This is an optimization exercise on Yosys and OpenROAD, whose aim is small area, a short achievable clock period and few clock cycles per item, not a production implementation. At most, simulation tests tie the RTL to the original design; equivalence was not proved. Power is estimated from default activity; no workload was simulated.

== main ==
==> module des_wb_regs, before the edit <==
module des_wb_regs (
  input  logic                     clk,
  input  logic                     rst,
  input  des_bus_pkg::wb_req_t     wb_req,
  output des_bus_pkg::wb_rsp_t     wb_rsp,
  output logic                     start,
  output logic                     start_nx,
  output logic                     decrypt_nx,
  output des_tables_pkg::des_job_t job,
  input  des_tables_pkg::block_t   result,
  input  logic                     valid,
  input  logic                     running,
  input  logic                     busy,
  input  logic                     done
);
  des_bus_pkg::wb_word_t key_hi;
  des_bus_pkg::wb_word_t key_lo;
  des_bus_pkg::wb_word_t data_hi;
  des_bus_pkg::wb_word_t data_lo;
  logic     decrypt_q;
  logic     ack_q;
  des_bus_pkg::wb_word_t dat_q;
  des_bus_pkg::wb_word_t rd_word;
  des_bus_pkg::wb_word_t wdat;
  logic     access;
  logic     wr;
  logic     accept;
  logic [7:0] sel;
  logic [7:0] wsel;
  logic       wr_q;
  des_bus_pkg::wb_adr_t  wadr_q;
  des_bus_pkg::wb_word_t wdat_q;
  assign access = wb_req.cyc && wb_req.stb && !ack_q;
  assign wr     = access && wb_req.we;
  assign accept = wr && (wb_req.adr == des_bus_pkg::ADR_CTRL) &&
                  wb_req.dat[des_bus_pkg::CTRL_START] && !running;
  always_comb begin
    for (int a = 0; a < 8; a++) sel[a] = (wb_req.adr == 3'(a));
  end
  always_comb begin
    rd_word = ({32{sel[des_bus_pkg::ADR_KEY_HI]}}  & key_hi) |
              ({32{sel[des_bus_pkg::ADR_KEY_LO]}}  & key_lo) |
              ({32{sel[des_bus_pkg::ADR_DATA_HI]}} & data_hi) |
              ({32{sel[des_bus_pkg::ADR_DATA_LO]}} & data_lo) |
              ({32{sel[des_bus_pkg::ADR_RES_HI] && valid}} & result[63:32]) |
              ({32{sel[des_bus_pkg::ADR_RES_LO] && valid}} & result[31:0]);
    rd_word[des_bus_pkg::CTRL_DECRYPT] = rd_word[des_bus_pkg::CTRL_DECRYPT] |
                                         (sel[des_bus_pkg::ADR_CTRL] && decrypt_q) |
                                         (sel[des_bus_pkg::ADR_STATUS] && done);
    rd_word[des_bus_pkg::STAT_BUSY] = rd_word[des_bus_pkg::STAT_BUSY] |
                                      (sel[des_bus_pkg::ADR_STATUS] && busy);
  end
  always_ff @(posedge clk) dat_q <= rd_word;
  logic job_decrypt;
  assign decrypt_nx = accept ? wb_req.dat[des_bus_pkg::CTRL_DECRYPT] : job_decrypt;
  assign start_nx   = accept && !rst;
  always_ff @(posedge clk) job_decrypt <= decrypt_nx;
  always_ff @(posedge clk) begin
    wr_q   <= wr && !rst;
    wadr_q <= wb_req.adr;
    wdat_q <= wb_req.dat;
  end
  assign wdat = rst ? '0 : wdat_q;
  always_comb begin
    for (int a = 0; a < 4; a++) wsel[a] = rst || (wr_q && (wadr_q == 3'(a)));
    for (int a = 4; a < 8; a++) wsel[a] = rst || (wr && sel[a]);
  end
  always_ff @(posedge clk) begin
    if (wsel[des_bus_pkg::ADR_KEY_HI])  key_hi  <= wdat;
    if (wsel[des_bus_pkg::ADR_KEY_LO])  key_lo  <= wdat;
    if (wsel[des_bus_pkg::ADR_DATA_HI]) data_hi <= wdat;
    if (wsel[des_bus_pkg::ADR_DATA_LO]) data_lo <= wdat;
    if (wsel[des_bus_pkg::ADR_CTRL])    decrypt_q <= !rst && wb_req.dat[des_bus_pkg::CTRL_DECRYPT];
  end
  always_ff @(posedge clk) begin
    if (rst) begin
      ack_q     <= 1'b0;
      start     <= 1'b0;
    end else begin
      ack_q <= access;
      start <= accept;
    end
  end
  assign job.key     = {key_hi, key_lo};
  assign job.block   = {data_hi, data_lo};
  assign job.decrypt = decrypt_q;
  assign wb_rsp.ack = ack_q;
  assign wb_rsp.dat = dat_q;
endmodule
Settings: LEC_CHECK=0, CAP_MARGIN=20, CORE_MARGIN=2, CORE_UTILIZATION=40, SETUP_SLACK_MARGIN=4.0, SLEW_MARGIN=20; clock period 6.5 ns.
standard.sh (not shown) runs the stock make flow with config.mk's settings and CLKGATE_MAP_FILE= SYNTH_SCRIPT=/design/flow/synth_recipe.tcl, a recipe that flattens the netlist after the stock synthesis.
==> flow/flow/run.sh <==
#!/bin/bash
# Standard layout, with two changes: plain buffers on the ports instead of the
# delay cells buffer_ports picks by default, and the module holding the last
# xor of the round kept apart while Yosys and ABC map the logic, so the late
# S-box outputs meet one xor gate. synth_recipe.tcl flattens it afterwards.
set -euo pipefail
export BUFFER_PORTS_ARGS="-buffer_cell sky130_fd_sc_hd__buf_2"
export SYNTH_KEEP_MODULES="des_xmix"
bash standard.sh finish > make_finish.log 2>&1
main went all the way through synthesis, placement and routing and the layout is clean on timing, DRC and antenna.
#### Input delta (the feature branch over main)
--- a/flow/design.v
+++ b/flow/design.v
@@ -1435,7 +1435,4 @@
   logic [7:0] sel;
   logic [7:0] wsel;
-  logic       wr_q;
-  des_bus_pkg::wb_adr_t  wadr_q;
-  des_bus_pkg::wb_word_t wdat_q;
   assign access = wb_req.cyc && wb_req.stb && !ack_q;
   assign wr     = access && wb_req.we;
@@ -1463,13 +1460,7 @@
   assign start_nx   = accept && !rst;
   always_ff @(posedge clk) job_decrypt <= decrypt_nx;
-  always_ff @(posedge clk) begin
-    wr_q   <= wr && !rst;
-    wadr_q <= wb_req.adr;
-    wdat_q <= wb_req.dat;
-  end
-  assign wdat = rst ? '0 : wdat_q;
+  assign wdat = rst ? '0 : wb_req.dat;
   always_comb begin
-    for (int a = 0; a < 4; a++) wsel[a] = rst || (wr_q && (wadr_q == 3'(a)));
-    for (int a = 4; a < 8; a++) wsel[a] = rst || (wr && sel[a]);
+    for (int a = 0; a < 8; a++) wsel[a] = rst || (wr && sel[a]);
   end
   always_ff @(posedge clk) begin
@@ -1478,5 +1469,5 @@
     if (wsel[des_bus_pkg::ADR_DATA_HI]) data_hi <= wdat;
     if (wsel[des_bus_pkg::ADR_DATA_LO]) data_lo <= wdat;
-    if (wsel[des_bus_pkg::ADR_CTRL])    decrypt_q <= !rst && wb_req.dat[des_bus_pkg::CTRL_DECRYPT];
+    if (wsel[des_bus_pkg::ADR_CTRL])    decrypt_q <= wdat[des_bus_pkg::CTRL_DECRYPT];
   end
   always_ff @(posedge clk) begin
==> summary.txt <==
- When the feature branch is set beside main, its sequential share of layout area turns out to be 1.8 points smaller.
- Against main, overall via count from detail_route in the feature branch came out better.
- Post-route total power (the feature branch vs. main) decreases by a few percent
- The feature branch reports a higher all-layer global routing usage than main does.
- For the feature branch, the launching element of the worst setup path was wb_adr_i[0], unlike main, where it was wb_regs_inst.dat_q[29]$_DFF_P_.
- The setup slack after placement of the feature branch was superior to that of main.
Testbench counts of the feature branch, summed over its fixed seeds: cycles 8,512, items 384.
The RTL of main was laid out without a check of its function.

[static timing again, ports no longer ideal]
The results above use ideal ports. As a check the final layouts listed here were re-extracted and re-timed, cells and wires unchanged. Step 1: set_driving_cell puts a clkbuf_16 on clk and a buf_2 on each other input, an assumption about the parent block. Step 2 adds t to the input delays and takes it off the output delays; t is the mean of the earliest and latest rising clock arrival at the registers after step 1. Input paths then give back, and output paths get back, about the clock's delay inside the block. Three values: ideal, step 1, step 2; two values: the first two.
run	shift t [ns]	setup WS [ns]	clock arrival spread, ns	cell pins on the clock port's net
main	0.575	4.081 / 4.033 / 3.611	0.021 / 0.021	1
the feature branch	0.620	4.033 / 4.021 / 3.441	0.010 / 0.010	1
After both steps setup and hold are still met in every run listed. For the feature branch, which loses most, drivers alone change the setup slack by -0.012 ns; drivers and shift together by -0.592 ns.
